From an optimization exercise on the open Yosys and OpenROAD flow, aimed at small area, a short achievable clock period and few clock cycles per item; shortcuts taken in it are not production practice.
In this exercise RTL edits were held to simulation tests only and were not proved equivalent to the original.
Power figures rest on the tool's default switching activity, not on a simulated workload.

### flow/run.sh
#!/bin/bash
# synth_recipe.tcl (not shown) runs the flow's synth.tcl, then flattens the netlist and writes it again
# the make line also repeats each setting of config.mk as NAME=value (left out here)
make -C /OpenROAD-flow-scripts/flow DESIGN_CONFIG=/design/flow/config.mk WORK_HOME=/design/flow/orfs CLKGATE_MAP_FILE= SYNTH_SCRIPT=/design/flow/synth_recipe.tcl finish
### flow/config.mk
export PLATFORM = sky130hd
export DESIGN_NAME = polyline_proximity_warning_core
export DESIGN_NICKNAME = polyline_proximity_warning_core
export VERILOG_FILES = /design/flow/design.v
export SDC_FILE = /design/flow/constraint.sdc
export NUM_CORES = 8
export LEC_CHECK = 0
export CAP_MARGIN = 20
export CORE_MARGIN = 2
export CORE_UTILIZATION = 40
export SETUP_SLACK_MARGIN = 5
export SLEW_MARGIN = 20
### flow/constraint.sdc
create_clock -name core_clock -period 11.0 [get_ports {clk}]
set_input_delay 2.2000 -clock core_clock [delete_from_list [all_inputs] [get_ports {clk}]]
set_output_delay 2.2000 -clock core_clock [all_outputs]
set_load 0.01 [all_outputs]
### flow/design.v
package ppw_pkg;
  localparam int MaxPoints = 64;
  localparam int IdxW      = $clog2(MaxPoints);
  localparam int CntW      = $clog2(MaxPoints + 1);
  localparam int CoordW    = 23;
  localparam int DistW     = 23;
  localparam int LevelW    = 8;
  localparam int StepW     = 16;
  localparam int PointsW   = 7;
  localparam int D2W       = 48;
  localparam int CfgW      = 23;
  localparam logic [DistW-1:0] DistSat = {DistW{1'b1}};
  localparam logic [LevelW-1:0] LevelMax = {LevelW{1'b1}};
  localparam int VtxW      = 2 * CoordW;
  typedef logic signed [CoordW-1:0] coord_t;
  typedef struct packed {
    coord_t z;
    coord_t x;
  } vtx_t;
  function automatic logic [2*CoordW-1:0] default_vtx(input logic [IdxW-1:0] idx);
    logic [2*CoordW-1:0] v;
    case (idx)
      IdxW'(0): v = 46'h00140107129a;   
      IdxW'(1): v = 46'h0054b606d493;   
      IdxW'(2): v = 46'h009cfc0673c6;   
      IdxW'(3): v = 46'h00e8f106095f;   
      IdxW'(4): v = 46'h01408505653e;   
      IdxW'(5): v = 46'h019a7d0499a2;   
      IdxW'(6): v = 46'h01eb9983b710;   
      IdxW'(7): v = 46'h01fed3031f2d;   
      IdxW'(8): v = 46'h0225a0829802;   
      IdxW'(9): v = 46'h022614025fd6;   
      IdxW'(10): v = 46'h02007e81fc39;   
      IdxW'(11): v = 46'h021ee181501d;   
      IdxW'(12): v = 46'h02519a013047;   
      IdxW'(13): v = 46'h0257e48100d5;   
      IdxW'(14): v = 46'h0261a9807f08;   
      IdxW'(15): v = 46'h02629d001a3f;   
      IdxW'(16): v = 46'h025c997edcf9;   
      IdxW'(17): v = 46'h02807dfda62e;   
      IdxW'(18): v = 46'h02795f7c605f;   
      IdxW'(19): v = 46'h023b3b7b3372;   
      IdxW'(20): v = 46'h01f38979fac3;   
      IdxW'(21): v = 46'h01a227796436;   
      IdxW'(22): v = 46'h015178f86bb6;   
      IdxW'(23): v = 46'h00cb1d77eb72;   
      IdxW'(24): v = 46'h0060f077ed5e;   
      IdxW'(25): v = 46'h3fa6ed783486;   
      IdxW'(26): v = 46'h3f627a78c037;   
      IdxW'(27): v = 46'h3ea21af92992;   
      IdxW'(28): v = 46'h3e42a87a3b6e;   
      IdxW'(29): v = 46'h3da9437b777c;   
      IdxW'(30): v = 46'h3d2680fcfd3a;   
      IdxW'(31): v = 46'h3d02e5ff0a5b;   
      IdxW'(32): v = 46'h3cf794009865;   
      IdxW'(33): v = 46'h3d13f382d35e;   
      IdxW'(34): v = 46'h3d96fd05f292;   
      IdxW'(35): v = 46'h3e0d6906d2f3;   
      IdxW'(36): v = 46'h3e922d0779b5;   
      IdxW'(37): v = 46'h3f9838875a31;   
      default:    v = '0;
    endcase
    default_vtx = v;
  endfunction
endpackage
module ppw_vtx_mem (
  input  logic                                         clk,
  input  logic                                         rst_n,
  input  logic                                         wr_req,
  input  logic [ppw_pkg::IdxW-1:0]                     wr_addr,
  input  logic [ppw_pkg::VtxW-1:0]                     wr_data,
  input  logic                                         wr_ok,
  output logic                                         wr_pend,
  output logic                                         wr_fire,
  output logic                                         busy,
  output logic [ppw_pkg::IdxW-1:0]                     head,
  output logic [ppw_pkg::MaxPoints*ppw_pkg::VtxW-1:0]  ring
);
  localparam int VW = ppw_pkg::VtxW;
  localparam int NP = ppw_pkg::MaxPoints;
  logic [VW-1:0]              ring_r [NP];
  logic [ppw_pkg::IdxW-1:0]   head_r;
  logic [ppw_pkg::IdxW:0]     rcnt_r;
  logic                       pend_r;
  logic [ppw_pkg::IdxW-1:0]   paddr_r;
  logic [VW-1:0]              pdata_r;
  logic                       restore;
  logic [VW-1:0]              tail_in;
  assign restore = !rst_n || (rcnt_r != '0);
  logic match_r;
  always_ff @(posedge clk) match_r <= ((wr_req ? wr_addr : paddr_r) == head_r + 1'b1);
  assign wr_fire = pend_r && match_r && wr_ok;
  always_comb begin
    tail_in = ring_r[0];
    if (!rst_n)       tail_in = ppw_pkg::default_vtx(ppw_pkg::IdxW'(ppw_pkg::MaxPoints - 1));
    else if (restore) tail_in = ppw_pkg::default_vtx(head_r);
    else if (wr_fire) tail_in = pdata_r;
  end
  always_ff @(posedge clk) begin
    for (int s = 0; s < NP - 1; s++) ring_r[s] <= ring_r[s+1];
    ring_r[NP-1] <= tail_in;
  end
  always_ff @(posedge clk) begin
    if (!rst_n) head_r <= '0;
    else        head_r <= head_r + 1'b1;
  end
  always_ff @(posedge clk) begin
    if (!rst_n) begin
      rcnt_r <= (ppw_pkg::IdxW+1)'(NP - 1);
      pend_r <= 1'b0;
    end else begin
      if (rcnt_r != '0) rcnt_r <= rcnt_r - 1'b1;
      if (wr_req)       pend_r <= 1'b1;
      else if (wr_fire) pend_r <= 1'b0;
    end
  end
  always_ff @(posedge clk) begin
    if (wr_req) begin
      paddr_r <= wr_addr;
      pdata_r <= wr_data;
    end
  end
  assign wr_pend = pend_r;
  assign busy    = (rcnt_r != '0);
  assign head    = head_r;
  for (genvar s = 0; s < NP; s++) begin : g_tap
    assign ring[s*VW +: VW] = ring_r[s];
  end
endmodule
module ppw_seg_unit (
  input  logic                        clk,
  input  logic                        rst_n,
  input  logic                        start,
  input  logic                        tag_in,
  input  logic [1:0]                  kill,
  input  logic [4:0]                  kb,
  input  logic [ppw_pkg::DistW:0]     bnd0,
  input  logic [ppw_pkg::DistW:0]     bnd1,
  input  logic [ppw_pkg::VtxW-1:0]    a,
  input  logic [ppw_pkg::VtxW-1:0]    b,
  input  logic [ppw_pkg::CoordW-1:0]  px,
  input  logic [ppw_pkg::CoordW-1:0]  pz,
  output logic                        ready,
  output logic                        opsel,    
  output logic                        done,
  output logic                        tag_out,
  output logic [ppw_pkg::DistW-1:0]   r
);
  localparam int CW  = ppw_pkg::CoordW;
  localparam int DW  = CW + 1;            
  localparam int OW  = DW + 1;            
  localparam int PW  = 2 * OW;            
  localparam int LW  = 2 * DW - 1;        
  localparam int CCW = LW + 2;            
  localparam int NW  = 96;                
  localparam int RW  = 72;                
  localparam int TW  = LW + 26;           
  localparam int RB  = 24;                
  typedef enum logic [1:0] {F_IDLE, F_MUL, F_WAIT} fst_t;
  typedef enum logic [1:0] {S_IDLE, S_SQD, S_FIN} sst_t;
  typedef enum logic [2:0] {T_NONE, T_SET, T_ADD, T_SUB, T_ADD25, T_ADD48} tag_t;
  fst_t                   fst_r [2];
  sst_t                   sst_r;
  logic [4:0]             stp_r [2];
  logic [4:0]             fkb_r [2];
  logic                   ftg_r [2];
  logic                   old_r, xj, nj, act0, act1, tail_ok, be_ok, hsel;
  logic                   fk [2];
  logic                   fl [2];
  logic                   ff [2];
  logic [4:0]             kb6;
  logic signed [DW-1:0]   sa, sb;           
  logic                   sa_z, sa_b, sb_z;
  logic signed [OW-1:0]   ma, mb, ma_r, mb_r;
  logic                   ma_sa, ma_sb, mb_sa, mb_sb, m_cl_a, m_cl_b, m_ch_a, m_ch_b;
  tag_t                   tag, ctag, tags_r, tag1_r, tagm_r, tag2_r;
  logic signed [DW-1:0]   sa_r, sb_r;
  logic                   ma_sa_r, ma_sb_r, mb_sa_r, mb_sb_r;
  logic signed [PW-1:0]   p_r;
  logic signed [OW+9:0]   p0_r;              
  logic signed [OW+8:0]   p1_r;              
  logic signed [OW+7:0]   p2_r;              
  logic signed [NW-1:0]   acc_r, acc_a, acc_b, acc_s;
  logic                   acc_cin;
  logic [LW-1:0]          d_r;
  logic [LW+1:0]          d3_r;
  logic [CCW-1:0]         c_r;
  logic                   clamp_a, clamp_b, clamp_r, csel_b_r, sat_r;
  logic signed [CCW-1:0]  dot, cval;
  logic signed [CCW+23:0] cscl;
  logic                   c_ovf, pre_sat, hand, be_kill, be_free;
  logic                   be_tag_r;
  logic [RW-1:0]          rm_r;
  logic [47:0]            nlo_r;
  logic [TW-1:0]          t_r;
  logic [LW-1:0]          bd_r;
  logic [LW+1:0]          bd3_r;
  logic [RB-1:0]          root_r;
  logic                   early;
  logic [4:0]             cnt_r;
  logic                   bsat_r, bit_ok;
  logic [RW+2:0]          rm2, diff;
  logic [TW-1:0]          t_up, t_dn;
  assign sa = sa_z ? (DW'($signed(pz)) - DW'($signed(sa_b ? b[2*CW-1:CW] : a[2*CW-1:CW])))
                   : (DW'($signed(px)) - DW'($signed(sa_b ? b[CW-1:0]    : a[CW-1:0])));
  assign sb = sb_z ? (DW'($signed(b[2*CW-1:CW])) - DW'($signed(a[2*CW-1:CW])))
                   : (DW'($signed(b[CW-1:0]))    - DW'($signed(a[CW-1:0])));
  assign dot     = acc_r[CCW-1:0];
  assign clamp_a = (d_r == '0) || dot[CCW-1] || (dot == '0);
  assign clamp_b = !clamp_a && ($signed({2'b00, d_r}) <= dot);
  always_comb begin
    sa_z = 1'b0; sa_b = 1'b0; sb_z = 1'b0; tag = T_NONE;
    ma_sa = 1'b0; ma_sb = 1'b0; mb_sa = 1'b0; mb_sb = 1'b0;
    m_cl_a = 1'b0; m_cl_b = 1'b0; m_ch_a = 1'b0; m_ch_b = 1'b0; ctag = T_NONE;
    sb_z  = 1'b1;
    opsel = 1'b1;
    if (start) begin ma_sa = 1'b1; mb_sb = 1'b1; tag = T_SET; end                      
    for (int j = 0; j < 2; j++) begin
      logic [4:0] st;
      st = stp_r[j];
      if (fst_r[j] == F_MUL) begin
        if (st <= 5'd5 || ((st == 5'd11 || st == 5'd12) && clamp_r)) begin
          opsel = 1'b0;
          sb_z  = 1'b0;
        end
        case (st)
          5'd1: begin ma_sa = 1'b1; sa_z = 1'b1; mb_sb = 1'b1; tag = T_SUB; end           
          5'd2: begin ma_sb = 1'b1; mb_sb = 1'b1; tag = T_SET; end                        
          5'd3: begin ma_sb = 1'b1; mb_sb = 1'b1; sb_z = 1'b1; tag = T_ADD; end           
          5'd4: begin ma_sa = 1'b1; mb_sb = 1'b1; tag = T_SET; end                        
          5'd5: begin ma_sa = 1'b1; sa_z = 1'b1; mb_sb = 1'b1; sb_z = 1'b1; tag = T_ADD; end  
          5'd11: if (clamp_r) begin
            ma_sa = 1'b1; mb_sa = 1'b1; sa_b = csel_b_r; tag = T_SET;                     
          end
          5'd12: if (clamp_r) begin
            ma_sa = 1'b1; mb_sa = 1'b1; sa_z = 1'b1; sa_b = csel_b_r; tag = T_ADD;        
          end
          default: ;
        endcase
        case (st)
          5'd7: begin m_cl_a = 1'b1; m_cl_b = 1'b1; ctag = T_SET; end                     
          5'd8: begin m_ch_a = 1'b1; m_cl_b = 1'b1; ctag = T_ADD25; end                   
          5'd9: begin m_ch_a = 1'b1; m_ch_b = 1'b1; ctag = T_ADD48; end                   
          default: ;
        endcase
      end
    end
  end
  always_comb begin
    ma = '0;
    if (ma_sa_r) ma = OW'(sa_r);
    if (ma_sb_r) ma = OW'(sb_r);
    if (m_cl_a)  ma = $signed({1'b0, c_r[23:0]});
    if (m_ch_a)  ma = $signed(c_r[CCW-1:24]);
    mb = '0;
    if (mb_sa_r) mb = OW'(sa_r);
    if (mb_sb_r) mb = OW'(sb_r);
    if (m_cl_b)  mb = $signed({1'b0, c_r[23:0]});
    if (m_ch_b)  mb = $signed(c_r[CCW-1:24]);
  end
  assign cval  = acc_r[CCW-1:0];
  assign kb6   = (fst_r[0] == F_MUL && stp_r[0] == 5'd6) ? fkb_r[0] : fkb_r[1];
  assign cscl  = (CCW+24)'(cval) <<< (5'd23 - kb6);
  assign c_ovf = !((cscl[CCW+23:CCW-2] == '0) || (cscl[CCW+23:CCW-2] == '1));
  always_comb begin
    acc_a = (tag2_r == T_SET) ? '0 : acc_r;
    acc_b = NW'(p_r);
    acc_cin = 1'b0;
    case (tag2_r)
      T_SUB:   begin acc_b = ~(NW'(p_r)); acc_cin = 1'b1; end
      T_ADD25: acc_b = NW'(p_r) <<< 25;
      T_ADD48: acc_b = NW'(p_r) <<< 48;
      default: ;
    endcase
  end
  assign acc_s = acc_a + acc_b + NW'(acc_cin);
  assign act0 = (fst_r[0] != F_IDLE);
  assign act1 = (fst_r[1] != F_IDLE);
  assign xj   = (act0 && act1) ? old_r : act1;
  assign nj   = act0;                       
  for (genvar j = 0; j < 2; j++) begin : g_ctx
    assign fk[j]  = (fst_r[j] != F_IDLE) && kill[ftg_r[j]];
    assign fl[j]  = (fst_r[j] == F_MUL) && (clamp_r ? (stp_r[j] == 5'd17) : (stp_r[j] == 5'd13));
    assign ff[j]  = (fl[j] || (fst_r[j] == F_WAIT)) && !fk[j];
  end
  assign pre_sat = (acc_r[NW-1:48] >= (NW-48)'(d_r));
  assign be_kill = (sst_r != S_IDLE) && kill[be_tag_r];
  assign be_free = (sst_r == S_IDLE) || (sst_r == S_FIN) || be_kill;
  assign hand    = ff[0] || ff[1];
  assign hsel    = ff[1];
  assign be_ok   = be_free || (sst_r == S_SQD && cnt_r <= 5'd4);
  assign tail_ok = (fst_r[xj] == F_MUL) && (stp_r[xj] >= (clamp_r ? 5'd13 : 5'd11));
  assign ready   = (!act0 && !act1) || ((act0 != act1) && tail_ok && be_ok);
  always_ff @(posedge clk) begin
    if (!rst_n) begin
      fst_r[0] <= F_IDLE;
      fst_r[1] <= F_IDLE;
      sst_r    <= S_IDLE;
    end else begin
      for (int j = 0; j < 2; j++) begin
        case (fst_r[j])
          F_IDLE: if (start && nj == 1'(j)) fst_r[j] <= F_MUL;
          F_MUL:  if (fk[j]) fst_r[j] <= F_IDLE;
                  else if (fl[j]) fst_r[j] <= (hand && be_free) ? F_IDLE : F_WAIT;
          F_WAIT: if (fk[j] || (hand && be_free)) fst_r[j] <= F_IDLE;
          default: fst_r[j] <= F_IDLE;
        endcase
      end
      case (sst_r)
        default: begin
          if (hand && be_free)                        sst_r <= (pre_sat || sat_r) ? S_FIN : S_SQD;
          else if (be_kill || sst_r == S_FIN)         sst_r <= S_IDLE;
          else if (sst_r == S_SQD && (cnt_r == 5'd1 || early)) sst_r <= S_FIN;
        end
      endcase
    end
  end
  always_ff @(posedge clk) begin
    ma_r   <= ma;
    mb_r   <= mb;
    sa_r    <= sa;
    sb_r    <= sb;
    ma_sa_r <= ma_sa;
    ma_sb_r <= ma_sb;
    mb_sa_r <= mb_sa;
    mb_sb_r <= mb_sb;
    tags_r  <= tag;
    tag1_r  <= (tags_r != T_NONE) ? tags_r : ctag;
    p0_r   <= ma_r * $signed({1'b0, mb_r[8:0]});
    p1_r   <= ma_r * $signed({1'b0, mb_r[16:9]});
    p2_r   <= ma_r * $signed(mb_r[OW-1:17]);
    tagm_r <= tag1_r;
    p_r    <= PW'(p0_r) + (PW'(p1_r) <<< 9) + (PW'(p2_r) <<< 17);
    tag2_r <= tagm_r;
    if (tag2_r != T_NONE) acc_r <= acc_s;
    if (start) old_r <= !nj;
    for (int j = 0; j < 2; j++) begin
      if (fst_r[j] == F_IDLE && start && nj == 1'(j)) begin
        ftg_r[j] <= tag_in;
        fkb_r[j] <= kb;
        stp_r[j] <= 5'd1;                       
      end else if (fst_r[j] == F_MUL) begin
        stp_r[j] <= stp_r[j] + 5'd1;
        if (stp_r[j] == 5'd6) c_r <= CCW'(cscl);            
        if (stp_r[j] == 5'd6) sat_r <= c_ovf;
        if (stp_r[j] == 5'd8) d_r <= acc_r[LW-1:0];         
        if (stp_r[j] == 5'd9) d3_r <= (LW+2)'(d_r) + (LW+2)'({d_r, 1'b0});
        if (stp_r[j] == 5'd10) begin                        
          clamp_r  <= clamp_a || clamp_b;
          csel_b_r <= clamp_b;
          if (clamp_a || clamp_b) sat_r <= 1'b0;
        end
        if (stp_r[j] == 5'd11 && clamp_r) begin
          d_r  <= LW'(1);
          d3_r <= (LW+2)'(3);
        end
      end
    end
  end
  assign rm2    = {1'b0, rm_r, nlo_r[47:46]};
  assign diff   = rm2 - (RW+3)'(t_r);
  assign bit_ok = !diff[RW+2];
  assign t_up   = TW'({t_r, 1'b0}) + TW'(bd3_r);
  assign t_dn   = TW'({t_r, 1'b0}) - TW'(bd_r);
  assign early  = (root_r >= (be_tag_r ? bnd1 : bnd0));
  always_ff @(posedge clk) begin
    if (hand && be_free) begin
      be_tag_r <= ftg_r[hsel];
      rm_r   <= RW'(acc_r[NW-1:48]);
      nlo_r  <= acc_r[47:0];
      t_r    <= TW'(d_r);
      bd_r   <= d_r;
      bd3_r  <= d3_r;
      root_r <= '0;
      cnt_r  <= clamp_r ? 5'(RB) : (fkb_r[hsel] + 5'd1);
      bsat_r <= pre_sat || sat_r;
    end else if (sst_r == S_SQD) begin
      cnt_r  <= cnt_r - 5'd1;
      rm_r   <= bit_ok ? RW'(diff) : RW'(rm2);
      nlo_r  <= {nlo_r[45:0], 2'b00};
      if (bit_ok) root_r[cnt_r - 5'd1] <= 1'b1;
      t_r    <= bit_ok ? t_up : t_dn;
      if (early) bsat_r <= 1'b1;
    end
  end
  assign done    = (sst_r == S_FIN);
  assign tag_out = be_tag_r;
  assign r    = (bsat_r || root_r[RB-1]) ? ppw_pkg::DistSat : root_r[ppw_pkg::DistW-1:0];
endmodule
module ppw_post (
  input  logic                      clk,
  input  logic                      rst_n,
  input  logic                      start,
  input  logic [ppw_pkg::DistW-1:0] dist_in,
  input  logic                      god,
  input  logic [ppw_pkg::DistW-1:0] warn,
  input  logic [ppw_pkg::DistW-1:0] shoot_dist,
  input  logic [ppw_pkg::StepW-1:0] step,
  input  logic                      out_tready,
  output logic                      busy,
  output logic                      out_tvalid,
  output logic [31:0]               out_tdata
);
  localparam int DW = ppw_pkg::DistW;
  localparam int SW = ppw_pkg::StepW;
  localparam int LV = ppw_pkg::LevelW;
  typedef enum logic [1:0] {P_IDLE, P_DIV, P_HOLD} pst_t;
  pst_t              st_r;
  logic [3:0]        cnt_r;
  logic [DW-1:0]     dist_r;
  logic [SW-1:0]     rem_r;          
  logic [LV-1:0]     low_r;          
  logic [SW:0]       rem2;
  logic [LV-1:0]     q_r;
  logic              in_warn, shoot_r, sat_r, qbit;
  logic [SW-1:0]     s_eff;
  logic [DW:0]       diff;
  logic [LV-1:0]     level;
  logic              out_load;
  logic              out_tvalid_r;
  logic [31:0]       out_tdata_r;
  assign diff    = (DW+1)'(warn) - (DW+1)'(dist_r);
  assign s_eff   = (step == '0) ? SW'(1) : step;
  assign in_warn = (dist_r <= warn);
  assign rem2    = {rem_r, low_r[LV-1]};
  assign qbit    = (rem2 >= (SW+1)'(s_eff));
  assign out_load = (st_r == P_HOLD) && (!out_tvalid_r || out_tready);
  always_comb begin
    if (!in_warn)           level = '0;
    else if (sat_r)         level = ppw_pkg::LevelMax;
    else if (q_r == '0)     level = LV'(1);
    else                    level = q_r;
  end
  always_ff @(posedge clk) begin
    if (!rst_n) st_r <= P_IDLE;
    else begin
      case (st_r)
        P_IDLE: if (start) st_r <= P_DIV;
        P_DIV:  if (cnt_r == 4'd0) st_r <= P_HOLD;
        P_HOLD: if (out_load) st_r <= P_IDLE;
        default: st_r <= P_IDLE;
      endcase
    end
  end
  always_ff @(posedge clk) begin
    case (st_r)
      P_IDLE: begin
        dist_r  <= dist_in;
        shoot_r <= !god;
        cnt_r   <= 4'd9;
      end
      P_DIV: begin
        cnt_r <= cnt_r - 4'd1;
        if (cnt_r == 4'd9) begin
          rem_r   <= SW'(diff[DW-1:LV]);
          low_r   <= diff[LV-1:0];
          sat_r   <= (SW'(diff[DW-1:LV]) >= s_eff);
          q_r     <= '0;
          shoot_r <= shoot_r && (dist_r <= shoot_dist);
        end else if (cnt_r != 4'd0) begin
          rem_r <= qbit ? SW'(rem2 - (SW+1)'(s_eff)) : SW'(rem2);
          low_r <= {low_r[LV-2:0], 1'b0};
          q_r   <= {q_r[LV-2:0], qbit};
        end
      end
      default: ;
    endcase
  end
  always_ff @(posedge clk) begin
    if (!rst_n)        out_tvalid_r <= 1'b0;
    else if (out_load) out_tvalid_r <= 1'b1;
    else if (out_tready) out_tvalid_r <= 1'b0;
  end
  always_ff @(posedge clk) begin
    if (out_load) out_tdata_r <= {shoot_r && in_warn, level, dist_r};
  end
  assign busy       = (st_r != P_IDLE);
  assign out_tvalid = out_tvalid_r;
  assign out_tdata  = out_tdata_r;
endmodule
module polyline_proximity_warning_core (
  input  logic        clk,
  input  logic        rst_n,
  input  logic        in_tvalid,
  output logic        in_tready,
  input  logic [55:0] in_tdata,    
  input  logic [1:0]  in_tuser,    
  output logic        out_tvalid,
  input  logic        out_tready,
  output logic [31:0] out_tdata,   
  input  logic        cfg_we,
  input  logic [1:0]  cfg_index,
  input  logic [22:0] cfg_wdata
);
  localparam int Lanes = 2;
  localparam int SC    = 6;                    
  localparam int NP    = ppw_pkg::MaxPoints;
  localparam int SL    = (NP + Lanes - 1) / Lanes;   
  localparam int CW    = ppw_pkg::CoordW;
  localparam int QW    = CW - SC;              
  localparam int VW    = ppw_pkg::VtxW;
  localparam int IW    = ppw_pkg::IdxW;
  localparam int GW    = QW;                   
  localparam int KW    = GW + IW;              
  localparam int UW    = QW + 2;               
  localparam int DW    = ppw_pkg::DistW;
  localparam int ND    = 3;                    
  localparam int NK    = ND + 1;               
  logic [ppw_pkg::PointsW-1:0] points_r;
  logic [DW-1:0]               warn_r, shoot_r;
  logic [ppw_pkg::StepW-1:0]   step_r;
  logic [IW:0]                 n_cur;
  always_ff @(posedge clk) begin
    if (!rst_n) begin
      points_r <= ppw_pkg::PointsW'(38);
      warn_r   <= DW'(9600);
      shoot_r  <= DW'(5200);
      step_r   <= ppw_pkg::StepW'(440);
    end else if (cfg_we) begin
      case (cfg_index)
        2'd0: points_r <= cfg_wdata[ppw_pkg::PointsW-1:0];
        2'd1: warn_r   <= cfg_wdata;
        2'd2: shoot_r  <= cfg_wdata;
        2'd3: step_r   <= cfg_wdata[ppw_pkg::StepW-1:0];
        default: ;
      endcase
    end
  end
  assign n_cur = (points_r > ppw_pkg::PointsW'(NP)) ? (IW+1)'(NP) : (IW+1)'(points_r);
  logic                 mem_busy, wr_pend, wr_fire, wr_req;
  logic [IW-1:0]        head;
  logic [NP*VW-1:0]     ring;
  logic [CW-1:0]        in_x, in_z;
  logic                 in_acc, is_query, short_q;
  logic                 b_busy_r, pipe_idle, i_vld_r, s_vld_r, p_vld_r;
  assign in_x      = in_tdata[28:6];
  assign in_z      = in_tdata[51:29];
  assign is_query  = in_tuser[0];
  assign pipe_idle = !i_vld_r && !s_vld_r && !p_vld_r && !b_busy_r;
  assign in_tready = !i_vld_r && !mem_busy && (!wr_pend || wr_fire);
  assign in_acc    = in_tvalid && in_tready;
  assign wr_req    = in_acc && !is_query;
  assign short_q   = (in_x == '0 && in_z == '0) || (n_cur < (IW+1)'(2));
  ppw_vtx_mem u_mem (
    .clk     (clk),
    .rst_n   (rst_n),
    .wr_req  (wr_req),
    .wr_addr (in_tdata[IW-1:0]),
    .wr_data ({in_z, in_x}),
    .wr_ok   (pipe_idle),
    .wr_pend (wr_pend),
    .wr_fire (wr_fire),
    .busy    (mem_busy),
    .head    (head),
    .ring    (ring)
  );
  function automatic logic [VW-1:0] slot(input logic [NP*VW-1:0] rg, input int s);
    slot = rg[((s + NP) % NP)*VW +: VW];
  endfunction
  logic [CW-1:0]   pix_r, piz_r, psx_r, psz_r, ppx_r, ppz_r;
  logic            god_i_r, short_i_r, god_s_r, god_p_r, short_p_r;
  logic            s_need_r, p_wait_r, k_held_r;
  logic [KW-1:0]   pk_r  [NK];
  logic            pkv_r [NK];
  logic [UW-1:0]   pu_r;
  logic            sw_run_r, sw_for_b_r, b_live_r;
  logic [5:0]      t_r;
  logic [KW-1:0]   lastkey_r;
  logic [QW-1:0]   sqx_r, sqz_r;             
  logic [UW-1:0]   u_r;
  logic [KW-1:0]   k_r [NK];
  logic            kv_r [NK];
  logic            sw_start, sw_start_b, sw_abort, last_issue, merge_last;
  logic            a_new, a_restart, hand_sp, short_go, park_now, park_held, mad_r;
  logic [GW-1:0]   lg_r  [Lanes];
  logic [IW-1:0]   lj_r  [Lanes];
  logic            lsv_r [Lanes];
  logic [UW-1:0]   lu_r  [Lanes];
  logic            lvv_r [Lanes];
  logic            s1_vld_r;
  function automatic logic [QW:0] wdiff(input logic [QW-1:0] p, input logic [CW-1:0] v);
    wdiff = (QW+1)'($signed(p)) - (QW+1)'($signed(v[CW-1:SC]));
  endfunction
  function automatic logic [QW-1:0] omag(input logic [QW:0] w);
    omag = w[QW] ? ~w[QW-1:0] : w[QW-1:0];
  endfunction
  logic [QW:0]     wax_r [Lanes], waz_r [Lanes], wbx_r [Lanes], wbz_r [Lanes];
  logic            altx_r [Lanes], altz_r [Lanes];
  logic [IW-1:0]   j0_r  [Lanes];
  logic            lin_r [Lanes];              
  logic            s0_vld_r, s0_first_r, s0_last_r, s0_b_r;
  logic            s1_first_r, s1_last_r, s1_b_r;
  always_ff @(posedge clk) begin
    for (int k = 0; k < Lanes; k++) begin
      logic [VW-1:0] va, vb;
      va = slot(ring, k * SL);
      vb = slot(ring, k * SL + 1);
      wax_r[k]  <= wdiff(sqx_r, va[CW-1:0]);
      waz_r[k]  <= wdiff(sqz_r, va[VW-1:CW]);
      wbx_r[k]  <= wdiff(sqx_r, vb[CW-1:0]);
      wbz_r[k]  <= wdiff(sqz_r, vb[VW-1:CW]);
      altx_r[k] <= ($signed(va[CW-1:SC]) < $signed(vb[CW-1:SC]));
      altz_r[k] <= ($signed(va[VW-1:CW+SC]) < $signed(vb[VW-1:CW+SC]));
      j0_r[k]   <= head + IW'(k * SL);
      lin_r[k]  <= (32'(t_r) < NP - k * SL);
    end
    s0_vld_r   <= sw_run_r && !sw_abort && rst_n;
    s0_first_r <= (t_r == '0);
    s0_last_r  <= (t_r == 6'(SL - 1));
    s0_b_r     <= sw_for_b_r;
  end
  function automatic logic [QW-1:0] gap2(input logic a_lt_b, input logic [QW:0] wa,
                                         input logic [QW:0] wb);
    logic [QW:0] lo, hi;            
    lo = a_lt_b ? wa : wb;
    hi = a_lt_b ? wb : wa;
    if (!hi[QW])     gap2 = hi[QW-1:0];      
    else if (lo[QW]) gap2 = ~lo[QW-1:0];     
    else             gap2 = '0;
  endfunction
  always_ff @(posedge clk) begin
    for (int k = 0; k < Lanes; k++) begin
      logic [QW-1:0] gx, gz, mx, mz;
      gx  = gap2(altx_r[k], wax_r[k], wbx_r[k]);
      gz  = gap2(altz_r[k], waz_r[k], wbz_r[k]);
      mx  = omag(wax_r[k]);
      mz  = omag(waz_r[k]);
      lg_r[k]  <= (gx > gz) ? gx : gz;
      lj_r[k]  <= j0_r[k];
      lsv_r[k] <= lin_r[k] && ((IW+1)'(j0_r[k]) + (IW+1)'(2) <= n_cur);
      lu_r[k]  <= UW'(mx) + UW'(mz) + UW'(5);
      lvv_r[k] <= lin_r[k] && ((IW+1)'(j0_r[k]) < n_cur);
    end
    s1_vld_r   <= s0_vld_r && !sw_abort && rst_n;
    s1_first_r <= s0_first_r;
    s1_last_r  <= s0_last_r;
    s1_b_r     <= s0_b_r;
  end
  logic [KW-1:0]   nk [NK];
  logic            nkv [NK];
  logic [UW-1:0]   nu;
  localparam int NE = NK + Lanes;
  always_comb begin
    logic [KW-1:0] ek  [NE];
    logic          ev  [NE];
    logic          lt  [NE][NE];
    logic [2:0]    rk  [NE];
    for (int i = 0; i < NK; i++) begin
      ek[i] = k_r[i]; ev[i] = kv_r[i] && !s1_first_r;
    end
    for (int k = 0; k < Lanes; k++) begin
      ek[NK+k] = {lg_r[k], lj_r[k]};
      ev[NK+k] = s1_vld_r && lsv_r[k] && (!s1_b_r || ek[NK+k] > lastkey_r);
    end
    for (int i = 0; i < NE; i++)
      for (int j = 0; j < NE; j++) begin
        if (i == j)             lt[i][j] = 1'b0;
        else if (i < NK && j < NK) lt[i][j] = (i < j) ? ev[i] || !ev[j] : (ev[i] && !ev[j]);
        else if (ev[i] != ev[j]) lt[i][j] = ev[i];
        else if (!ev[i])         lt[i][j] = (i < j);
        else                     lt[i][j] = (ek[i] < ek[j]);
      end
    for (int i = 0; i < NE; i++) begin
      rk[i] = '0;
      for (int j = 0; j < NE; j++) if (j != i && !lt[i][j]) rk[i] = rk[i] + 3'd1;
    end
    for (int s = 0; s < NK; s++) begin
      nk[s] = '0; nkv[s] = 1'b0;
      for (int i = 0; i < NE; i++) if (rk[i] == 3'(s)) begin nk[s] = ek[i]; nkv[s] = ev[i]; end
    end
    nu = s1_first_r ? '1 : u_r;
    for (int k = 0; k < Lanes; k++)
      if (s1_vld_r && lvv_r[k] && lu_r[k] < nu) nu = lu_r[k];
  end
  assign last_issue = sw_run_r && (t_r == 6'(SL - 1));
  assign merge_last = s1_vld_r && s1_last_r;
  typedef enum logic [1:0] {B_IDLE, B_RUN, B_RSW, B_DONE} bst_t;
  bst_t            bst_r   [2];
  logic [CW-1:0]   pbx_r   [2];
  logic [CW-1:0]   pbz_r   [2];
  logic            god_b_r [2];
  logic [GW-1:0]   g_r     [2][NK];
  logic            v_r     [2][NK];
  logic [IW-1:0]   cj_r    [2][ND];
  logic [1:0]      nst_r   [2];
  logic [1:0]      nres_r  [2];
  logic            rsw_req_r [2];
  logic [DW-1:0]   best_r  [2];
  logic            binf_r  [2];
  logic            head_r, rsw_rdy_r, sw_slot_r, rsw_slot_r;
  logic            take_a, tslot;
  logic            ev_start, ev_done, ev_ready, ev_tag, ev_slot, ev_opsel;
  logic [1:0]      ev_kill;
  logic [DW-1:0]   ev_r;
  logic            want [2];
  logic            keep [2];
  logic            done_s [2];
  logic            fin_s [2];
  logic            more_s [2];
  logic            cancel_s [2];
  logic            take_rsw_s [2];
  logic            spec_s [2];
  logic            req_s [2];
  logic [1:0]      nres_nx [2];
  logic [DW-1:0]   best_nx;
  logic [UW-1:0]   thr_r   [2];
  logic [UW-1:0]   ev_thr;
  logic            gx_ok [NK];
  logic            b_sw_busy, sw_start_b_any, rsw_slot_nx;
  logic            breq_r [2];
  logic [DW:0]     bnd_r  [2];
  assign ev_thr  = UW'(ev_r >> SC) + UW'(1);
  assign best_nx = (binf_r[ev_tag] || ev_r < best_r[ev_tag]) ? ev_r : best_r[ev_tag];
  for (genvar i = 0; i < NK; i++) begin : g_gx
    assign gx_ok[i] = (UW'(g_r[ev_tag][i]) <= ev_thr);
  end
  function automatic logic [4:0] kbits_of(input logic [UW-1:0] u, input logic binf,
                                          input logic [DW-1:0] bst);
    logic [UW+SC-1:0] ubig, m;
    ubig = {u, {SC{1'b0}}};
    m = ubig;
    if (!binf && (UW+SC)'(bst) <= ubig) m = (UW+SC)'(bst) - (UW+SC)'(1);
    kbits_of = 5'd23;
    for (int i = 22; i >= 0; i--) if (m < ((UW+SC)'(1) << i)) kbits_of = 5'(i);
    if (m >= ((UW+SC)'(1) << 23)) kbits_of = 5'd23;
  endfunction
  function automatic logic [DW:0] bnd_of(input logic [UW-1:0] u, input logic binf,
                                         input logic [DW-1:0] bst);
    logic [UW+SC:0] ub1;
    ub1 = (UW+SC+1)'({u, {SC{1'b0}}}) + (UW+SC+1)'(1);
    if (!binf)                        bnd_of = (DW+1)'(bst);
    else if (ub1 >= (UW+SC+1)'(1) << (DW+1)) bnd_of = '1;
    else                              bnd_of = (DW+1)'(ub1);
  endfunction
  assign tslot  = (bst_r[head_r] == B_IDLE) ? head_r : !head_r;
  assign take_a = p_vld_r && !p_wait_r && (bst_r[tslot] == B_IDLE);
  assign b_sw_busy = rsw_rdy_r || (k_held_r && !p_vld_r) || (sw_run_r && sw_for_b_r) || last_issue || mad_r ||
                     (s0_vld_r && (s0_b_r || s0_last_r)) || (s1_vld_r && (s1_b_r || s1_last_r)) ||
                     (s_vld_r && !s_need_r && !k_held_r && !(sw_run_r && !sw_for_b_r));
  always_comb begin
    for (int q = 0; q < 2; q++) begin
      logic       qn [NK];
      logic       qx [NK];
      logic       pend, nxq, infl, kil;
      done_s[q] = ev_done && (ev_tag == 1'(q)) && (bst_r[q] == B_RUN);
      for (int i = 0; i < NK; i++) begin
        qn[i] = v_r[q][i] && (UW'(g_r[q][i]) <= thr_r[q]);
        qx[i] = qn[i] && (!done_s[q] || gx_ok[i]);
      end
      pend  = (nst_r[q] != nres_r[q] + 2'd1);
      kil   = done_s[q] && pend && !qx[nres_r[q] + 2'd1];
      ev_kill[q]  = kil;
      nres_nx[q]  = !done_s[q] ? nres_r[q] : (kil ? nst_r[q] : nres_r[q] + 2'd1);
      infl  = (nres_nx[q] != nst_r[q]);
      nxq   = (nst_r[q] < 2'(ND)) && qx[nst_r[q]];
      keep[q]   = (bst_r[q] == B_RUN) && nxq;
      want[q]   = (bst_r[q] == B_RUN) && (nst_r[q] < 2'(ND)) && qn[nst_r[q]] && !done_s[q];
      fin_s[q]  = (bst_r[q] == B_RUN) && !infl && !nxq;
      more_s[q] = (nst_r[q] == 2'(ND)) && !kil && qx[ND];
      cancel_s[q] = fin_s[q] && !more_s[q] && rsw_req_r[q];
      take_rsw_s[q] = (bst_r[q] == B_RSW) && rsw_rdy_r && (rsw_slot_r == 1'(q));
      spec_s[q] = (nst_r[q] == 2'(ND - 1)) && qn[ND];
      req_s[q]  = ((bst_r[q] == B_RSW) && !rsw_req_r[q]) ||
                  (ev_start && ev_slot == 1'(q) && spec_s[q] && !rsw_req_r[q]);
    end
  end
  localparam int NT = 8;                      
  logic            nxt_v_r, nxt_have_r, nxt_slot_r, nxt_sel, nxt_pick, nxt_drop;
  logic [1:0]      nxt_cand_r;
  logic [IW-1:0]   nxt_j_r, rel;
  logic [VW-1:0]   nxt_a_r, nxt_b_r, op_a_r, op_b_r, tap_a, tap_b;
  logic            aligned;
  logic sure0, sure1;
  assign sure0 = want[0] && (nres_r[0] == nst_r[0]);
  assign sure1 = want[1] && (nres_r[1] == nst_r[1]);
  assign nxt_sel  = (head_r ? sure1 : sure0) ? head_r :
                    (head_r ? sure0 : sure1) ? !head_r :
                    want[head_r] ? head_r : !head_r;
  assign nxt_pick = !nxt_v_r && (want[0] || want[1]);
  assign rel      = nxt_j_r - head;
  assign aligned  = (rel[IW-1-$clog2(NT):0] == '0);
  always_comb begin
    tap_a = '0; tap_b = '0;
    for (int t = 0; t < NT; t++)
      if (rel[IW-1:IW-$clog2(NT)] == $clog2(NT)'(t)) begin
        tap_a = slot(ring, t * (NP / NT));
        tap_b = slot(ring, t * (NP / NT) + 1);
      end
  end
  assign nxt_drop = nxt_v_r && (!keep[nxt_slot_r] || nst_r[nxt_slot_r] != nxt_cand_r);
  assign ev_slot  = nxt_slot_r;
  assign ev_start = nxt_v_r && nxt_have_r && (nst_r[nxt_slot_r] == nxt_cand_r) && want[nxt_slot_r] && ev_ready;
  always_ff @(posedge clk) begin
    if (!rst_n) begin
      nxt_v_r <= 1'b0;
    end else begin
      if (nxt_pick)                   nxt_v_r <= 1'b1;
      else if (ev_start || nxt_drop)  nxt_v_r <= 1'b0;
    end
    if (nxt_pick) begin
      nxt_slot_r <= nxt_sel;
      nxt_cand_r <= nst_r[nxt_sel];
      nxt_j_r    <= cj_r[nxt_sel][nst_r[nxt_sel]];
      nxt_have_r <= 1'b0;
    end else if (nxt_v_r && !nxt_have_r && aligned) begin
      nxt_a_r    <= tap_a;
      nxt_b_r    <= tap_b;
      nxt_have_r <= 1'b1;
    end
    if (ev_start) begin
      op_a_r <= nxt_a_r;
      op_b_r <= nxt_b_r;
    end
  end
  always_comb begin
    logic ok0, ok1;
    ok0 = breq_r[0] && !fin_s[0] && ((bst_r[0] == B_RSW) || (!sw_run_r && !s_vld_r && !i_vld_r));
    ok1 = breq_r[1] && !fin_s[1] && ((bst_r[1] == B_RSW) || (!sw_run_r && !s_vld_r && !i_vld_r));
    sw_start_b_any = 1'b0;
    rsw_slot_nx    = 1'b0;
    if (!b_sw_busy) begin
      if (head_r ? ok1 : ok0)      begin sw_start_b_any = 1'b1; rsw_slot_nx = head_r;  end
      else if (head_r ? ok0 : ok1) begin sw_start_b_any = 1'b1; rsw_slot_nx = !head_r; end
    end
  end
  assign sw_start_b = sw_start_b_any;
  logic       fe_slot_r;
  always_ff @(posedge clk) if (ev_start) fe_slot_r <= ev_slot;
  ppw_seg_unit u_seg (
    .clk     (clk),
    .rst_n   (rst_n),
    .start   (ev_start),
    .tag_in  (ev_slot),
    .kill    (ev_kill),
    .kb      (kbits_of(thr_r[ev_slot], binf_r[ev_slot], best_r[ev_slot])),
    .bnd0    (bnd_r[0]),
    .bnd1    (bnd_r[1]),
    .a       (ev_opsel ? nxt_a_r : op_a_r),
    .b       (ev_opsel ? nxt_b_r : op_b_r),
    .px      (pbx_r[ev_opsel ? nxt_slot_r : fe_slot_r]),
    .pz      (pbz_r[ev_opsel ? nxt_slot_r : fe_slot_r]),
    .opsel   (ev_opsel),
    .ready   (ev_ready),
    .done    (ev_done),
    .tag_out (ev_tag),
    .r       (ev_r)
  );
  logic post_busy, post_start;
  assign post_start = (bst_r[head_r] == B_DONE) && !post_busy;
  logic b_block_a;
  assign b_block_a = rsw_rdy_r || (sw_run_r && sw_for_b_r) || (s0_vld_r && s0_b_r) ||
                     (s1_vld_r && s1_b_r) || (breq_r[0] && bst_r[0] == B_RSW) ||
                     (breq_r[1] && bst_r[1] == B_RSW);
  assign hand_sp   = last_issue && !sw_for_b_r && !p_vld_r;
  assign a_restart = s_vld_r && s_need_r && !sw_run_r && !b_block_a;
  assign a_new     = i_vld_r && !short_i_r && (!s_vld_r || hand_sp) && !k_held_r &&
                     (!sw_run_r || (last_issue && !sw_for_b_r)) && !b_block_a;
  assign sw_start  = (a_restart || a_new) && !sw_start_b;
  assign sw_abort  = (sw_start_b && sw_run_r && !sw_for_b_r) ||
                     (sw_run_r && sw_for_b_r && cancel_s[sw_slot_r]);
  assign park_now  = mad_r && !p_wait_r && !p_vld_r;
  assign park_held = k_held_r && !p_vld_r;
  assign short_go  = i_vld_r && short_i_r && !s_vld_r && !p_vld_r;
  always_ff @(posedge clk) begin
    if (!rst_n) begin
      i_vld_r   <= 1'b0;
      s_vld_r   <= 1'b0;
      p_vld_r   <= 1'b0;
      k_held_r  <= 1'b0;
      b_live_r  <= 1'b0;
      sw_run_r  <= 1'b0;
      rsw_rdy_r <= 1'b0;
      head_r    <= 1'b0;
      b_busy_r  <= 1'b0;
      for (int q = 0; q < 2; q++) bst_r[q] <= B_IDLE;
    end else begin
      if (in_acc && is_query)  i_vld_r <= 1'b1;
      else if (a_new || short_go) i_vld_r <= 1'b0;
      if (a_new)                      s_vld_r <= 1'b1;
      else if (hand_sp || park_now || park_held) s_vld_r <= 1'b0;
      if (hand_sp || park_now || park_held || short_go) p_vld_r <= 1'b1;
      else if (take_a)                p_vld_r <= 1'b0;
      if (mad_r && !p_wait_r && p_vld_r) k_held_r <= 1'b1;
      else if (park_held || sw_start_b)                 k_held_r <= 1'b0;
      if (sw_start_b || sw_start) sw_run_r <= 1'b1;
      else if (last_issue || (sw_for_b_r && cancel_s[sw_slot_r])) sw_run_r <= 1'b0;
      if (sw_start_b)                                    b_live_r <= 1'b1;
      else if (sw_for_b_r && cancel_s[sw_slot_r])        b_live_r <= 1'b0;
      if (merge_last && s1_b_r && b_live_r && !cancel_s[sw_slot_r]) rsw_rdy_r <= 1'b1;
      else if (take_rsw_s[0] || take_rsw_s[1] || cancel_s[rsw_slot_r] ||
               !(bst_r[rsw_slot_r] == B_RUN || bst_r[rsw_slot_r] == B_RSW)) rsw_rdy_r <= 1'b0;
      if (post_start) head_r <= !head_r;
      for (int q = 0; q < 2; q++) begin
        case (bst_r[q])
          B_IDLE: if (take_a && tslot == 1'(q)) bst_r[q] <= short_p_r ? B_DONE : B_RUN;
          B_RUN:  if (fin_s[q]) bst_r[q] <= more_s[q] ? B_RSW : B_DONE;
          B_RSW:  if (take_rsw_s[q]) bst_r[q] <= B_RUN;
          B_DONE: if (post_start && head_r == 1'(q)) bst_r[q] <= B_IDLE;
          default: bst_r[q] <= B_IDLE;
        endcase
      end
      b_busy_r <= !(bst_r[0] == B_IDLE && bst_r[1] == B_IDLE) || take_a;
    end
  end
  always_ff @(posedge clk) begin
    if (in_acc && is_query) begin
      pix_r     <= in_x;
      piz_r     <= in_z;
      god_i_r   <= in_tuser[1];
      short_i_r <= short_q;
    end
    if (a_new) begin
      psx_r    <= pix_r;
      psz_r    <= piz_r;
      god_s_r  <= god_i_r;
      s_need_r <= 1'b0;
    end
    if (a_restart) s_need_r <= 1'b0;
    if (sw_start_b && ((sw_run_r && !sw_for_b_r) || k_held_r)) s_need_r <= 1'b1;    
    if (hand_sp || park_now || park_held) begin
      ppx_r     <= psx_r;
      ppz_r     <= psz_r;
      god_p_r   <= god_s_r;
      short_p_r <= 1'b0;
    end else if (short_go) begin
      ppx_r     <= pix_r;
      ppz_r     <= piz_r;
      god_p_r   <= god_i_r;
      short_p_r <= 1'b1;
    end
    if (!rst_n || short_go)         p_wait_r <= 1'b0;
    else if (hand_sp)               p_wait_r <= 1'b1;
    else if (mad_r)                 p_wait_r <= 1'b0;
    mad_r <= merge_last && !s1_b_r && rst_n;
    if ((mad_r && (p_wait_r || !p_vld_r)) || park_held) begin
      for (int i = 0; i < NK; i++) begin
        pk_r[i]  <= k_r[i];
        pkv_r[i] <= kv_r[i];
      end
      pu_r <= u_r;
    end
    if (sw_start_b || sw_start) begin
      t_r        <= '0;
      sw_for_b_r <= sw_start_b;
      sw_slot_r  <= rsw_slot_nx;
      lastkey_r  <= {g_r[rsw_slot_nx][ND-1], cj_r[rsw_slot_nx][ND-1]};
      if (sw_start_b) begin
        sqx_r <= pbx_r[rsw_slot_nx][CW-1:SC];
        sqz_r <= pbz_r[rsw_slot_nx][CW-1:SC];
      end else if (a_new) begin
        sqx_r <= pix_r[CW-1:SC];
        sqz_r <= piz_r[CW-1:SC];
      end else begin
        sqx_r <= psx_r[CW-1:SC];
        sqz_r <= psz_r[CW-1:SC];
      end
    end else if (sw_run_r) begin
      t_r <= t_r + 6'd1;
    end
    if (s1_vld_r) begin
      u_r <= nu;
      for (int i = 0; i < NK; i++) begin k_r[i] <= nk[i]; kv_r[i] <= nkv[i]; end
    end
    if (merge_last && s1_b_r) rsw_slot_r <= sw_slot_r;
    for (int q = 0; q < 2; q++) begin
      if (!rst_n || (take_a && tslot == 1'(q)) || take_rsw_s[q] || cancel_s[q] ||
          (sw_start_b && rsw_slot_nx == 1'(q)) ||
          !(bst_r[q] == B_RUN || bst_r[q] == B_RSW))
        breq_r[q] <= 1'b0;
      else if (req_s[q])
        breq_r[q] <= 1'b1;
      bnd_r[q] <= bnd_of(thr_r[q], binf_r[q], best_r[q]);
      if (take_a && tslot == 1'(q)) begin
        pbx_r[q]   <= ppx_r;
        pbz_r[q]   <= ppz_r;
        god_b_r[q] <= god_p_r;
        thr_r[q]   <= pu_r;
        best_r[q]  <= ppw_pkg::DistSat;
        binf_r[q]  <= !short_p_r;
      end
      if ((take_a && tslot == 1'(q)) || take_rsw_s[q]) begin
        nst_r[q]     <= '0;
        nres_r[q]    <= '0;
        rsw_req_r[q] <= 1'b0;
        for (int i = 0; i < NK; i++) begin
          g_r[q][i] <= take_rsw_s[q] ? k_r[i][KW-1:IW] : pk_r[i][KW-1:IW];
          v_r[q][i] <= take_rsw_s[q] ? kv_r[i] : pkv_r[i];
        end
        for (int i = 0; i < ND; i++) cj_r[q][i] <= take_rsw_s[q] ? k_r[i][IW-1:0] : pk_r[i][IW-1:0];
      end else begin
        if (ev_start && ev_slot == 1'(q)) nst_r[q] <= nst_r[q] + 2'd1;
        if (sw_start_b && rsw_slot_nx == 1'(q)) rsw_req_r[q] <= 1'b1;
        if (cancel_s[q]) rsw_req_r[q] <= 1'b0;
        if (done_s[q]) begin
          best_r[q] <= best_nx;
          if (ev_thr < thr_r[q]) thr_r[q] <= ev_thr;
          binf_r[q] <= 1'b0;
        end
        nres_r[q] <= nres_nx[q];
      end
    end
  end
  ppw_post u_post (
    .clk        (clk),
    .rst_n      (rst_n),
    .start      (post_start),
    .dist_in    (best_r[head_r]),
    .god        (god_b_r[head_r]),
    .warn       (warn_r),
    .shoot_dist (shoot_r),
    .step       (step_r),
    .out_tready (out_tready),
    .busy       (post_busy),
    .out_tvalid (out_tvalid),
    .out_tdata  (out_tdata)
  );
endmodule
==> results_dict.tcl, run 1 <==
set metrics [dict create \
    grt_pass1_wl_microns 1141000 \
    area_delta_synth_final_pct 14.23 \
    grt_use_total 0.2443 \
    yosysMostFrequentCell "dfxtp_1" \
    synth_edf_count 1388 \
    async_flop_share 0 \
    cp_data_arrival_time_ns 6.94 \
    cts_made_buffers 558 \
    path_cells "buf_12 > and2_4 > fa_1 > fa_1 > inv_1 > fa_1 > inv_1 > fa_1 > fa_1 > ha_4 > and3_1 > a211o_1 > a21o_1 > a32oi_1 > a21bo_2 > o41a_1 > a41o_1 > o21ai_2 > o21a_1 > o21ai_1 > a21oi_1 > xnor2_1" \
    drt-total-wl_microns 801500 \
    fmax_mhz 167.4 \
    detail_route.wl_per_cell_microns 24.58 \
    power.internal_w 0.03620 \
    hold_path_class "register to register" \
    tns_ns 0 \
    finalSetupViolations 0 \
    cp_slowest_stage_delay_ns 0.57 \
    required_ns 11.96 \
    seq_power_share 0.438 \
    finalCritPeriodShare 0.5430 \
    critPathCaptureType "register" \
    final_antenna_net_count 0 \
    root_buffer "clkbuf_16" \
    synth_top_area_frac 0.3262 \
    hold_viol 0 \
    clk_latency_ns 1.13 \
    dieArea_sq_um 619800 \
    crit_type "register to register" \
    p_sw_frac 0.3004 \
    slew_violations 0 \
    grt_pass1_vias 169945 \
    status "complete, no violations" \
    power_density_nw_per_um2 184.6 \
    postSynthCellCount 23755 \
    power.switching_w 0.01554 \
    ys_types 106 \
    numPortBuffers 117 \
    cts_buffer_depth 4 \
    path_common_cell "fa_1" \
    fp.dieW_microns 787.2 \
    p_leak_nw 118.4 \
    worst_pin_slew_ns 1.364 \
    period_needed_ns 5.973 \
    row_count 287 \
    overflow 0 \
    dr.pass1.iters 7 \
    die_h_microns 787.2 \
    irDropWorstVdd_mv 0.2294 \
    crit_buf_inv 3 \
    drtIter0Drc 17799 \
    grt_max_degree 101 \
    io_pins 122 \
    slew_headroom 0.09038 \
    path_delay_family "adder cells" \
    synth_seq_cells 5387 \
    htree_levels 6 \
    fillers 56572 \
    multiInputGateArea_sq_um 116100 \
    ys_warn_count 118 \
    synth.net_count 26199 \
    vias_per_cell 5.506 \
    gp_congestion 0.9561 \
    cts_tree "done" \
    ys_top_cells_by_count "dfxtp_1, nand2_1, ha_1" \
    detailed_place_hpwl_microns 575000 \
    netlist_area_sq_um 245400 \
    hold_ws_ns 0.2882 \
    ys.flop_type "dfxtp_1" \
    yosysTopAreaCell "dfxtp_1" \
    core-area_sq_um 611200 \
    initial_core_util 0.4015 \
    synthTopCellsByArea "dfxtp_1, edfxtp_1, ha_1, fa_1, nand2_1" \
    rsz0062_at_grt "yes" \
    clock_sinks 5387 \
    yosysSeqAreaShare 0.4961 \
    slowest_stage "fa_1" \
    avgSynthCellArea_sq_um 10.33 \
    drc 0 \
    cts.clk_slew.worst_paths_ns 0.07 \
    clkPwrFrac 0.376 \
    start_kind "register" \
    register_area_sq_um 121900 \
    critPathMaxFanout 6 \
    antenna_found_initial 65 \
    combPwrFrac 0.186 \
    skew_ns 0.1289 \
    num_vias 179583 \
    drive_gt1_frac 0.09418 \
    max_cap_violations 0 \
    layout.nets 26398 \
]
-- routing by layer --
metal,track usage,vias up,wire (microns)
met5,0,-,92
met4,0.1029,14,40020
met3,0.03676,1501,61230
met2,0.3761,7013,346000
met1,0.3428,87349,354200
li1,-,83706,-
-- area by class of cell --
| type | count | area share |
|---|---|---|
| Timing Repair inverter | 4 | 0.0001384 |
| Tap cell | 8092 | 0.03612 |
| Antenna cell | 102 | 0.0009106 |
| Multi-Input combinational cell | 15754 | 0.4141 |
| Clock inverter | 251 | 0.01162 |
| Sequential cell | 5387 | 0.4349 |
| Inverter | 1662 | 0.02249 |
| Timing Repair Buffer | 587 | 0.02306 |
| Clock buffer | 776 | 0.05665 |
-- cell usage in the layout, fill, tap and decap left out, types with 329 or more instances in the layout --
| cell type | count |
|---|---|
| a21o_1 | 479 |
| o21ai_0 | 1407 |
| mux2i_1 | 550 |
| xnor2_1 | 524 |
| a21oi_1 | 1641 |
| clkbuf_16 | 594 |
| edfxtp_1 | 1388 |
| nor2_1 | 1394 |
| nand3_1 | 329 |
| dfxtp_1 | 3933 |
| fa_1 | 519 |
| and2_1 | 461 |
| nand2_1 | 2463 |
| inv_1 | 1630 |
| ha_1 | 1806 |
| mux2_2 | 372 |
-- worst register-to-register path, stage by stage, from the launching register on --
cell     delay [ns]
dfxtp_4        0.35
buf_12         0.14
and2_4         0.17
fa_1           0.49
fa_1           0.49
inv_1          0.05
fa_1           0.52
inv_1          0.05
fa_1           0.47
fa_1           0.57
ha_4           0.22
and3_1         0.18
a211o_1        0.29
a21o_1         0.19
a32oi_1        0.13
a21bo_2        0.27
o41a_1         0.35
a41o_1         0.23
o21ai_2        0.14
o21a_1         0.17
o21ai_1        0.10
a21oi_1        0.16
xnor2_1        0.14
-- metrics by stage --
step	setup WS, ns	cell area, sq um	std cells	power, W	util
finish	5.027	280300	32615	0.05174	0.4586
global route	4.877	280200	32592	0.05370	0.4585
CTS	4.952	277600	32416	0.05182	0.4542
detailed placement	2.225	256000	31289	0.03236	0.4188
global placement	2.262	255900	31288	0.03222	0.4187
floorplan	3.990	245600	23755	0.02852	-
-- kinds of logic after synthesis --
logic type	Yosys count	share of synthesized area
AND/OR/NAND/NOR	6090	0.1136
AO/OA/AOI/OAI	5478	0.1394
flip-flops	5387	0.4961
buffers and inverters	2624	0.04068
adder cells (fa/ha/maj)	2357	0.1362
multiplexers	974	0.04382
XOR/XNOR	845	0.03022
-- timing repair --
item	CTS	global route
pin swaps	49	89
endpoints found under the setup margin	905	754
buffers inserted	75	65
cloned	25	31
hold buffers	0	0
resized for setup	322	269
-- registers in the layout, indices dropped and copies added (netlist names), 47 cells and up, named ones only --
| name | flops |
|---|---|
| u_seg.p_r | 50 |
| u_seg.t_r | 73 |
| u_seg.bd3_r | 49 |
| u_seg.d_r | 47 |
| u_seg.bd_r | 47 |
| u_seg.nlo_r | 48 |
| u_seg.acc_r | 96 |
| u_seg.c_r | 49 |
| u_seg.d3_r | 49 |
| g_r | 136 |
| bnd_r | 48 |
| pk_r | 86 |
| u_mem.ring_r | 2944 |
| u_seg.rm_r | 72 |
| k_r | 92 |
-- final timing paths --
path | from | to | slack [ns] | depth (start not counted)
min | u_mem.ring_r[36][2]$_DFF_P_ | u_mem.ring_r[35][2]$_DFF_P_ | 0.29 | 0
min reg2reg | u_mem.ring_r[36][2]$_DFF_P_ | u_mem.ring_r[35][2]$_DFF_P_ | 0.29 | 0
max reg2reg | u_seg.ma_r[12]$_DFF_P_ | u_seg.p0_r[33]$_DFF_P_ | 5.03 | 22
max | u_seg.ma_r[12]$_DFF_P_ | u_seg.p0_r[33]$_DFF_P_ | 5.03 | 22
-- power groups by stage --
| stage | logic (W) | clock network [W] | registers [W] |
|---|---|---|---|
| 2_1_floorplan | 0.00599 | 0 | 0.0225 |
| 3_3_place_gp | 0.00918 | 0 | 0.0230 |
| 3_5_place_dp | 0.00929 | 0 | 0.0231 |
| 4_1_cts | 0.00944 | 0.0197 | 0.0227 |
| 5_1_grt | 0.0104 | 0.0205 | 0.0228 |
| 6_report | 0.00962 | 0.0194 | 0.0227 |
Testbench counts, summed over its fixed seeds: cycles 28,061, queries 640.
==> inputs of run 2 (changes only) <==
--- a/flow/config.mk
+++ b/flow/config.mk
@@ -6,4 +6,5 @@
 export NUM_CORES = 8
 export LEC_CHECK = 0
+export ABC_AREA = 1
 export CAP_MARGIN = 20
 export CORE_MARGIN = 2
==> run 2 against run 1 <==
  * Worst hold slack improved by 0.011 ns
  * Largest power group unchanged
  * Register-to-register slack improved by 0.099 ns
  * Sequential cell count unchanged
  * Still clean
  * Final cell count increased by 9.9%
  * Global-route usage increased by 0.85 points
  * Clock-buffer cell count decreased by 20
  * Area after synthesis increased by 0.40%
  * Clock power about the same
==> results_dict.tcl, run 2 <==
set metrics [dict create \
    drtIter0Drc 19328 \
    slew_headroom 0.1548 \
    crit_type "register to register" \
    numPortBuffers 117 \
    top_register "u_mem.ring_r" \
    irDropWorstVdd_mv 0.1861 \
    skew_ns 0.07109 \
    netlist_area_sq_um 246400 \
    multiInputGateArea_sq_um 109000 \
    hold_viol 0 \
    ys.flop_type "dfxtp_1" \
    synth_top_area_frac 0.3249 \
    dieArea_sq_um 622200 \
    status "complete, no violations" \
    worst_pin_slew_ns 1.255 \
    synth_seq_cells 5387 \
    slew_violations 0 \
    drc 0 \
    p_leak_nw 126.1 \
    stdcell_count 35838 \
    slowest_stage "dfxtp_1" \
    period_needed_ns 5.874 \
    drt-total-wl_microns 821500 \
    io_pins 122 \
    detailed_place_hpwl_microns 610300 \
    cp_data_arrival_time_ns 6.66 \
    rsz0062_at_grt "yes" \
    cts_tree "done" \
    cts.clk_slew.worst_paths_ns 0.06 \
    layout.nets 29672 \
    yosysMostFrequentCell "nand2_1" \
    ys_types 80 \
    reg.largest.list "u_mem.ring_r (2944), g_r (136), u_seg.acc_r (96)" \
    grt_pass1_vias 178561 \
    ys_top_cells_by_count "nand2_1, dfxtp_1, inv_1" \
    start_kind "register" \
    htree_levels 6 \
    row_count 288 \
    fmax_mhz 170.2 \
    antenna_found_initial 50 \
    finalSetupViolations 0 \
    gp_congestion 0.9677 \
    grt_pass1_wl_microns 1183000 \
    dr.pass1.iters 8 \
    synth.net_count 29503 \
    async_flop_share 0 \
    power_density_nw_per_um2 178.2 \
    fillers 58320 \
    final_antenna_net_count 0 \
    area_delta_synth_final_pct 13.01 \
    yosysTopAreaCell "dfxtp_1" \
    max_cap_violations 0 \
    path_common_cell "nand2_1" \
    cts_made_buffers 553 \
    tns_ns 0 \
    postSynthCellCount 27059 \
    clk_latency_ns 1.09 \
    core-area_sq_um 614400 \
    num_vias 190050 \
    cp_slowest_stage_delay_ns 0.91 \
    vias_per_cell 5.303 \
    grt_max_degree 101 \
    synth_edf_count 1388 \
    dpl.cell_count 34671 \
    clock_sinks 5387 \
    critPathCaptureType "register" \
    required_ns 11.79 \
    detail_route.wl_per_cell_microns 22.92 \
    hold_path_depth 0 \
    cts_buffer_depth 4 \
    root_buffer "clkbuf_16" \
    hold_path_class "register to register" \
    yosysSeqAreaShare 0.4941 \
    ctsHoldBuffers 0 \
    drive_gt1_frac 0.06587 \
    finalCritPeriodShare 0.5340 \
    grt_use_total 0.2528 \
    synthTopCellsByArea "dfxtp_1, edfxtp_1, ha_1, nand2_1, inv_1" \
    die_h_microns 788.8 \
    largest_reg_flops 2944 \
    fp.dieW_microns 788.8 \
    layout_commonest_cell "nand2_1" \
    reg2regPathDepth 30 \
    final_cell_mix "nand2_1, dfxtp_1, inv_1, o21ai_0, ha_1" \
    critPathMaxFanout 17 \
    overflow 0 \
    initial_core_util 0.4010 \
    ys_warn_count 118 \
    register_area_sq_um 121800 \
    avgSynthCellArea_sq_um 9.105 \
]
-- run 2: final timing paths --
kind / from / to / slack [ns]
setup / recovery: lg_r[1][16]$_DFF_P_ / k_r[3][11]$_DFFE_PP_ / 5.13
hold / removal: u_mem.ring_r[2][9]$_DFF_P_ / u_mem.ring_r[1][9]$_DFF_P_ / 0.30
setup reg to reg: lg_r[1][16]$_DFF_P_ / k_r[3][11]$_DFFE_PP_ / 5.13
hold reg to reg: u_mem.ring_r[2][9]$_DFF_P_ / u_mem.ring_r[1][9]$_DFF_P_ / 0.30
-- run 2: cells by family after synthesis --
| family | synth area share |
|---|---|
| compound gates | 0.1239 |
| fa+ha+maj | 0.1356 |
| mux | 0.008329 |
| xor+xnor | 0.02862 |
| simple gates | 0.1398 |
| flops | 0.4941 |
| buf+inv | 0.06972 |
-- run 2: repair_timing --
action,CTS,global route
gates resized for setup,208,240
endpoints found under the setup margin,933,785
buffers inserted,31,52
pin swaps,20,37
cloned,21,15
-- run 2: area by class of cell --
| type | count | share of cell area |
|---|---|---|
| diodes | 27 | 0.0002427 |
| well taps | 8120 | 0.03649 |
| multi-input cells | 17164 | 0.3915 |
| clock inverters | 262 | 0.01012 |
| flip-flops and latches | 5387 | 0.4375 |
| clock buffers | 756 | 0.05706 |
| repair inverters | 5 | 0.0001528 |
| repair buffers | 482 | 0.01743 |
| inverters | 3635 | 0.04956 |
-- run 2: report_power, final --
part / switching (W) / internal (W)
clock: 0.00827 / 0.0109
sequential: 0.00102 / 0.0216
combinational: 0.00549 / 0.00240
-- run 2: stage by stage --
step | hold slack [ns] | setup slack [ns] | instance area, sq um | util | total power [W]
global route | 0.2972 | 4.883 | 278400 | 0.4531 | 0.05151
floorplan | 0.3096 | 5.081 | 246400 | - | 0.02729
finish | 0.2987 | 5.126 | 278400 | 0.4532 | 0.04962
CTS | 0.2967 | 5.002 | 276700 | 0.4504 | 0.04974
detailed placement | 0.3121 | 2.350 | 256600 | 0.4177 | 0.03065
global placement | 0.3095 | 2.382 | 256600 | 0.4177 | 0.03051
-- run 2: routing by layer --
layer | global-route usage | part of all wire | vias up
li1 | - | - | 90315
met1 | 0.3589 | 0.45 | 90898
met2 | 0.3852 | 0.43 | 7400
met3 | 0.03865 | 0.078 | 1411
met4 | 0.1032 | 0.048 | 26
met5 | 0 | 0.00021 | -
-- run 2: critical path: cells and delay by family, from the launching register on --
kind	cells	cell delay, ns
xor+xnor	1	0.30
simple gates	14	1.69
flops	1	0.91
fa+ha+maj	4	1.00
compound gates	3	0.42
buf+inv	8	1.23

==> static timing again, ports no longer ideal <==
In the flow no input, the clock included, has a driving cell. The finished layouts below were timed again as built, in two steps.
Step 1 sets driving cells, clkbuf_16 on the clock port and buf_2 on the other inputs (assumed; they add their load-dependent delay and slew).
Step 2 also shifts input and output timing later by t, the mid clock arrival at the registers, as if the neighbouring blocks saw the same clock.
Three values: ideal ports, drivers, drivers and shift; two values: the first two.
run | shift t [ns] | setup slack, ns | worst setup path after step 2 | worst register clock-pin slew, ns
run 1 | 1.202 | 5.027 / 5.011 / 4.567 | input to register | 0.08 / 0.08
run 2 | 1.179 | 5.126 / 5.079 / 4.062 | input to register | 0.07 / 0.07
After both steps every run listed still meets setup and hold. The setup slack of run 2, which loses most, moves by -0.047 ns with the drivers and by -1.064 ns with both steps.
